This is an optimization exercise on Yosys and OpenROAD, whose aim is small area, a short achievable clock period and few clock cycles per item, not a production implementation. The RTL was checked by simulation tests, not by an equivalence proof against the original design. Power and IR drop assume default switching activity.

### flow/run.sh
#!/bin/bash
# synth_recipe.tcl (not shown) runs the flow's synth.tcl, then flattens the netlist and writes it again
# the make line also repeats each setting of config.mk as NAME=value (left out here)
make -C /OpenROAD-flow-scripts/flow DESIGN_CONFIG=/design/flow/config.mk WORK_HOME=/design/flow/orfs CLKGATE_MAP_FILE= SYNTH_SCRIPT=/design/flow/synth_recipe.tcl finish
### flow/config.mk
export PLATFORM = sky130hd
export DESIGN_NAME = qtuFmbTop
export DESIGN_NICKNAME = qtuFmbTop
export VERILOG_FILES = /design/flow/design.v
export SDC_FILE = /design/flow/constraint.sdc
export NUM_CORES = 4
export LEC_CHECK = 0
export CAP_MARGIN = 20
export CORE_MARGIN = 2
export CORE_UTILIZATION = 40
export SLEW_MARGIN = 20
### flow/constraint.sdc
create_clock -name core_clock -period 6.0 [get_ports {clk}]
set_input_delay 1.2000 -clock core_clock [delete_from_list [all_inputs] [get_ports {clk}]]
set_output_delay 1.2000 -clock core_clock [all_outputs]
set_load 0.01 [all_outputs]
### flow/design.v
package routingTypesPkg;
    localparam int WordWidth = 16;
    typedef logic [WordWidth-1:0] nodeIdT;
    typedef logic [WordWidth-1:0] hopCountT;
    typedef logic [WordWidth-1:0] qValueT;
    localparam hopCountT NoHop = '1;
    localparam nodeIdT NoNode = '1;
endpackage
package neighborTablePkg;
    localparam int TableDepth = 32;
    localparam int SlotBits = $clog2(TableDepth);
    typedef logic [SlotBits-1:0] slotIndexT;
    localparam slotIndexT FirstSlot = '0;
endpackage
module clusterConfig (
    input  logic                      clk,
    input  logic                      nrst,
    input  logic                      cfgWrite,
    input  routingTypesPkg::nodeIdT   cfgChosenCH,
    input  routingTypesPkg::hopCountT cfgHopsFromCH,
    output routingTypesPkg::nodeIdT   chosenCH,
    output routingTypesPkg::hopCountT hopTarget
);
    routingTypesPkg::hopCountT hopsFromCH;
    always_ff @(posedge clk or negedge nrst) begin
        if (!nrst) begin
            chosenCH   <= routingTypesPkg::NoNode;
            hopsFromCH <= routingTypesPkg::NoHop;
        end else if (cfgWrite) begin
            chosenCH   <= cfgChosenCH;
            hopsFromCH <= cfgHopsFromCH;
        end
    end
    always_comb begin
        if (hopsFromCH == routingTypesPkg::NoHop) begin
            hopTarget = routingTypesPkg::NoHop;
        end else if (hopsFromCH == '0) begin
            hopTarget = '0;
        end else begin
            hopTarget = hopsFromCH - routingTypesPkg::hopCountT'(1);
        end
    end
endmodule
module neighborTable (
    input  logic                        clk,
    input  logic                        nrst,
    input  logic                        hbReset,
    input  routingTypesPkg::nodeIdT     pktSourceId,
    input  logic                        pktProcess,
    output neighborTablePkg::slotIndexT slotIndex,
    output logic                        written
);
    localparam int TableDepth = neighborTablePkg::TableDepth;
    logic [TableDepth-1:0]   valid;
    routingTypesPkg::nodeIdT ids [TableDepth];
    logic                        hit;
    logic                        freeFound;
    logic                        doWrite;
    neighborTablePkg::slotIndexT hitIndex;
    neighborTablePkg::slotIndexT freeIndex;
    neighborTablePkg::slotIndexT target;
    always_comb begin
        hit      = 1'b0;
        hitIndex = neighborTablePkg::FirstSlot;
        for (int i = TableDepth - 1; i >= 0; i--) begin
            if (valid[i] && (ids[i] == pktSourceId)) begin
                hit      = 1'b1;
                hitIndex = neighborTablePkg::slotIndexT'(i);
            end
        end
    end
    always_comb begin
        freeFound = 1'b0;
        freeIndex = neighborTablePkg::FirstSlot;
        for (int i = TableDepth - 1; i >= 0; i--) begin
            if (!valid[i]) begin
                freeFound = 1'b1;
                freeIndex = neighborTablePkg::slotIndexT'(i);
            end
        end
    end
    assign target = hit ? hitIndex : freeIndex;
    assign doWrite = pktProcess && (hit || freeFound) && !hbReset;
    always_ff @(posedge clk or negedge nrst) begin
        if (!nrst) begin
            valid <= '0;
        end else if (hbReset) begin
            valid <= '0;
        end else if (doWrite) begin
            valid[target] <= 1'b1;
        end
    end
    always_ff @(posedge clk) begin
        if (doWrite) begin
            ids[target] <= pktSourceId;
        end
    end
    always_ff @(posedge clk or negedge nrst) begin
        if (!nrst) begin
            written   <= 1'b0;
            slotIndex <= neighborTablePkg::FirstSlot;
        end else begin
            written <= doWrite;
            if (pktProcess) begin
                slotIndex <= target;
            end
        end
    end
endmodule
module nextHopSelect (
    input  logic                      clk,
    input  logic                      nrst,
    input  logic                      hbReset,
    input  routingTypesPkg::nodeIdT   pktSourceId,
    input  routingTypesPkg::qValueT   pktQValue,
    input  routingTypesPkg::hopCountT pktHopsFromCH,
    input  logic                      pktIAmDestination,
    input  logic                      pktProcess,
    input  routingTypesPkg::hopCountT hopTarget,
    input  routingTypesPkg::nodeIdT   chosenCH,
    input  logic                      outputStep,
    output routingTypesPkg::nodeIdT   nextHop,
    output routingTypesPkg::hopCountT nextHopCount
);
    routingTypesPkg::nodeIdT bestId;
    routingTypesPkg::qValueT bestQ;
    logic candidate;
    logic better;
    assign candidate = pktProcess && pktIAmDestination
                       && (pktHopsFromCH == hopTarget);
    assign better = (pktQValue > bestQ)
                    || ((pktQValue == bestQ) && (pktSourceId < bestId));
    always_ff @(posedge clk or negedge nrst) begin
        if (!nrst) begin
            bestId <= routingTypesPkg::NoNode;
            bestQ  <= '0;
        end else if (hbReset) begin
            bestId <= routingTypesPkg::NoNode;
            bestQ  <= '0;
        end else if (candidate && better) begin
            bestId <= pktSourceId;
            bestQ  <= pktQValue;
        end
    end
    always_ff @(posedge clk or negedge nrst) begin
        if (!nrst) begin
            nextHop      <= '0;
            nextHopCount <= routingTypesPkg::NoHop;
        end else if (hbReset) begin
            nextHop      <= '0;
            nextHopCount <= routingTypesPkg::NoHop;
        end else if (outputStep) begin
            nextHop      <= (hopTarget == '0) ? chosenCH : bestId;
            nextHopCount <= hopTarget;
        end
    end
endmodule
module qtuFmbTop (
    input  logic                        clk,
    input  logic                        nrst,
    input  logic                        cfgWrite,
    input  routingTypesPkg::nodeIdT     cfgChosenCH,
    input  routingTypesPkg::hopCountT   cfgHopsFromCH,
    input  logic                        hbReset,
    input  logic                        pktValid,
    output logic                        pktReady,
    input  routingTypesPkg::nodeIdT     sourceId,
    input  routingTypesPkg::qValueT     qValue,
    input  routingTypesPkg::hopCountT   hopsFromCH,
    input  routingTypesPkg::nodeIdT     chosenCH,
    input  logic                        iAmDestination,
    output routingTypesPkg::nodeIdT     recordId,
    output routingTypesPkg::qValueT     recordQValue,
    output neighborTablePkg::slotIndexT recordIndex,
    output logic                        recordWritten,
    output logic                        done,
    output routingTypesPkg::nodeIdT     nextHop,
    output routingTypesPkg::hopCountT   nextHopCount
);
    routingTypesPkg::nodeIdT   pktSourceId;
    routingTypesPkg::qValueT   pktQValue;
    routingTypesPkg::hopCountT pktHopsFromCH;
    routingTypesPkg::nodeIdT   pktChosenCH;
    logic                      pktIAmDestination;
    logic pktProcess;
    logic armed;
    logic processStep;
    logic outputStep;
    logic accept;
    routingTypesPkg::nodeIdT     nodeCH;
    routingTypesPkg::hopCountT   hopTarget;
    neighborTablePkg::slotIndexT slotIndex;
    logic                        written;
    assign pktReady = armed && !processStep && !outputStep;
    assign accept   = pktValid && pktReady;
    always_ff @(posedge clk or negedge nrst) begin
        if (!nrst) begin
            armed       <= 1'b0;
            processStep <= 1'b0;
            outputStep  <= 1'b0;
            done        <= 1'b0;
        end else begin
            armed       <= 1'b1;
            processStep <= accept;
            outputStep  <= processStep;
            done        <= outputStep;
        end
    end
    always_ff @(posedge clk) begin
        if (accept) begin
            pktSourceId       <= sourceId;
            pktQValue         <= qValue;
            pktHopsFromCH     <= hopsFromCH;
            pktChosenCH       <= chosenCH;
            pktIAmDestination <= iAmDestination;
        end
    end
    assign pktProcess = processStep && (pktChosenCH == nodeCH);
    always_ff @(posedge clk or negedge nrst) begin
        if (!nrst) begin
            recordWritten <= 1'b0;
        end else if (outputStep) begin
            recordWritten <= written;
        end
    end
    always_ff @(posedge clk) begin
        if (outputStep) begin
            recordId     <= pktSourceId;
            recordQValue <= pktQValue;
            recordIndex  <= slotIndex;
        end
    end
    clusterConfig cfg_i (
        .clk           (clk),
        .nrst          (nrst),
        .cfgWrite      (cfgWrite),
        .cfgChosenCH   (cfgChosenCH),
        .cfgHopsFromCH (cfgHopsFromCH),
        .chosenCH      (nodeCH),
        .hopTarget     (hopTarget)
    );
    neighborTable table_i (
        .clk         (clk),
        .nrst        (nrst),
        .hbReset     (hbReset),
        .pktSourceId (pktSourceId),
        .pktProcess  (pktProcess),
        .slotIndex   (slotIndex),
        .written     (written)
    );
    nextHopSelect select_i (
        .clk               (clk),
        .nrst              (nrst),
        .hbReset           (hbReset),
        .pktSourceId       (pktSourceId),
        .pktQValue         (pktQValue),
        .pktHopsFromCH     (pktHopsFromCH),
        .pktIAmDestination (pktIAmDestination),
        .pktProcess        (pktProcess),
        .hopTarget         (hopTarget),
        .chosenCH          (nodeCH),
        .outputStep        (outputStep),
        .nextHop           (nextHop),
        .nextHopCount      (nextHopCount)
    );
endmodule
==> results_dict.tcl <==
set metrics [dict create \
    status "complete, no violations" \
    tightest_slew_ns 0.9862 \
    worst_setup_path_end_kind "flip-flop" \
    fmax_mhz 196.6 \
    drt_iter0_drc 1306 \
    cts_tree "done" \
    holdBufCountCts 0 \
    syn_to_final_growth_pct 18.74 \
    finalHoldViolations 0 \
    clock_path_buffers 3 \
    startpoint_type "flip-flop" \
    drc 0 \
    synth_cells 2313 \
    ctsResizeCount 0 \
    p_leak_nw 13.91 \
    synth_seq_area_share 0.6587 \
    setup_violations 0 \
    path_delay_family "simple AND/OR/NAND/NOR gates" \
    grt_pass1_wl_mm 126.4 \
    first_pass_iters 7 \
    hold_class "reg -> reg" \
    clock_latency_ns 0.64 \
    worst_slack_ns 0.9131 \
    cts_setup_buffers 0 \
    synth_nets 2450 \
    critPathBufInv 4 \
    multi_input_area_um2 10580 \
    r2r_start "pktSourceId[1]" \
    crit_type "reg -> reg" \
    cts-htree-levels 3 \
    cp_common_cell "nor4_1" \
    seq_area_um2 22000 \
    place_congestion 0.8959 \
    crit_chain "buf_12, buf_4, xor2_1, nor4_1, nand2_1, nor4_1, or4_1, nor4_1, nor4b_4, a311o_1, nand2_4, inv_4, ha_1, inv_1, nor2_2" \
    portBuffers 173 \
    grt-ovfl-total 0 \
    cp.required_ns 6.26 \
    synth_cell_types 83 \
    place_hpwl_mm 53.12 \
    path_clk_slew_ns 0.06 \
    die_width_um 292.9 \
    ir_drop_uv 203.6 \
    synth_seq_cells 753 \
    crit_arrival_ns 5.35 \
    core_area_um2 82370 \
    wl_mm 82.44 \
    biggestRegsByFlops "table_i.ids (512), table_i.valid (32)" \
    die_area_um2 85810 \
    postRouteAntennaNets 0 \
    power_density_nw_per_um2 292.5 \
    post-route-period-util 0.8478 \
    pin_count 174 \
    top_register "table_i.ids" \
    crit_path_max_incr_delay_ns 0.78 \
    largest_reg_flops 512 \
    n_fill_cell 7042 \
    chipHeight_um 292.9 \
    ys.warnings.count 4 \
    via_count 19530 \
    grtUsageTotal 0.1933 \
    dp_slack_ns 0.9631 \
    drv_cap 0 \
    crit_path_max_fanout 39 \
    rsz0062_at_grt "false" \
    fin_skew_ns 0.02714 \
    placed_cells 3567 \
    clock-sinks 753 \
    drive_gt1_frac 0.1335 \
    finalSetupTns_ns 0 \
    numCtsBuffers 82 \
    routedWlPerCell_um 22.13 \
    cts_root_buf "clkbuf_16" \
    instances_no_fill 3725 \
    period_minus_slack_ns 5.087 \
    worstHoldStart "processStep" \
    timing.max_slew.rel_slack 0.3425 \
    finalMaxSlewViolations 0 \
    crit_start "pktSourceId[1]" \
    critPathSlowestCell "nor2_2" \
    antenna_found_initial 5 \
    rows 105 \
    synth_area_um2 33390 \
    grt_max_degree 104 \
    start_util 0.4054 \
    via_per_inst 5.242 \
    synth_edf_count 614 \
    grt_pass1_vias 20080 \
    synth_flop_cell "edfxtp_1" \
    syn_avg_cell_area_um2 14.44 \
    nNetsFinal 2718 \
    async_flop_share 0.1846 \
]
[layer usage]
| metal | routed length, um | vias to the layer above | GRT usage |
|---|---|---|---|
| met5 | 0 | - | 0 |
| met1 | 36600 | 9902 | 0.2640 |
| met3 | 3718 | 118 | 0.02852 |
| met2 | 40190 | 492 | 0.3201 |
| li1 | - | 9016 | - |
| met4 | 1931 | 0 | 0.05829 |
[synthesized netlist by cell type, drive strengths merged, types with 8 or more instances]
master / instances / area share
or4: 36 / 0.0082
mux2i: 63 / 0.019
o32ai: 8 / 0.0021
xor2: 310 / 0.081
edfxtp: 614 / 0.55
nor4: 111 / 0.022
o2bb2ai: 19 / 0.0055
mux2: 35 / 0.012
o21ai: 30 / 0.0045
nand4: 54 / 0.010
dfrtp: 75 / 0.056
nor2b: 16 / 0.0030
ha: 35 / 0.013
a211oi: 17 / 0.0038
buf: 75 / 0.018
dfstp: 64 / 0.050
a21oi: 16 / 0.0024
nor2: 98 / 0.011
inv: 54 / 0.0061
nand2: 154 / 0.018
nand3: 42 / 0.0063
a21o: 11 / 0.0027
clkbuf: 19 / 0.0021
nor3: 13 / 0.0019
xnor2: 241 / 0.063
[logic make-up after synthesis]
logic type               count (synthesis)  share of synthesized area
buffers and inverters                  148                    0.02604
multiplexers                            98                    0.03080
adder cells (fa/ha/maj)                 35                    0.01311
other                                    1                  0.0001123
flip-flops                             753                     0.6587
AND/OR/NAND/NOR                        569                    0.09097
XOR/XNOR                               551                     0.1445
AO/OA/AOI/OAI                          158                    0.03575
[cells in the final DEF (no fill, tap or decap), drive strengths merged, types with 23 or more instances in the layout]
master           n
buf            107
clkbuf         116
clkdlybuf4s50  171
clkinv          23
dfrtp           75
dfstp           64
edfxtp         614
ha              35
inv             59
mux2            35
mux2i           63
nand2          154
nand3           42
nand4           54
nor2            98
nor4           111
o21ai           30
or4             36
xnor2          241
xor2           310
[layout make-up]
| type | count | share of cell area |
|---|---|---|
| Clock inverter | 38 | 0.01186 |
| Inverter | 54 | 0.005207 |
| Clock buffer | 116 | 0.05781 |
| Tap cell | 1070 | 0.03376 |
| Sequential cell | 753 | 0.5548 |
| Timing Repair Buffer | 278 | 0.06955 |
| Multi-Input combinational cell | 1412 | 0.2667 |
| Antenna cell | 4 | 0.0002524 |
[final timing paths]
check	depth (start not counted)	slack [ns]	endpoint
min in group asynchronous	1	0.70	select_i.nextHop[6]
max in group asynchronous	2	4.17	table_i.valid[21]
hold / removal	0	0.44	outputStep
hold reg to reg	0	0.44	outputStep
setup reg to reg	15	0.91	table_i.ids[22][3]
setup / recovery	15	0.91	table_i.ids[22][3]
[where the power goes]
group,internal [W],switching [W]
sequential,0.00574,0.0000602
combinational,0.000276,0.000349
clock,0.00311,0.00207
total,0.00912,0.00248
[stage by stage]
stage	area [um2]	util	total power, W	hold WS (ns)
after floorplan	33390	-	0.006235	0.3746
after global placement	36850	0.4474	0.006522	0.4216
after detailed placement	36870	0.4475	0.006533	0.4292
after CTS	39630	0.4811	0.01172	0.4425
after global routing	39650	0.4814	0.01197	0.4622
final	39650	0.4814	0.01160	0.4367
Testbench counts, summed over its fixed seeds: cycles 36,246, packets 12,000.

## afterwards: timing with drivers on the ports
In the flow no input, the clock included, has a driving cell. The finished layout below was timed again as built, in two steps.
Step 1, drivers: a clkbuf_16 drives clk and a buf_2 each remaining input, both assumed.
Step 2 moves the port delays by t, midway between the first and last clock arrival at a register: inputs arrive t later, outputs are due t later. That takes back most of the time a late clock gives input paths.
a / b / c = ideal / step 1 / step 2; a / b = the first two.
shift t [ns]: 0.688
setup WS [ns]: 0.913 / 0.913 / 0.913
latest minus earliest clock arrival (ns): 0.027 / 0.028
worst data-port slew with drivers (ns): 0.13
After both steps setup and hold are still met in this run. The setup slack of this run moves by 0.000 ns with the drivers and by 0.000 ns with both steps.
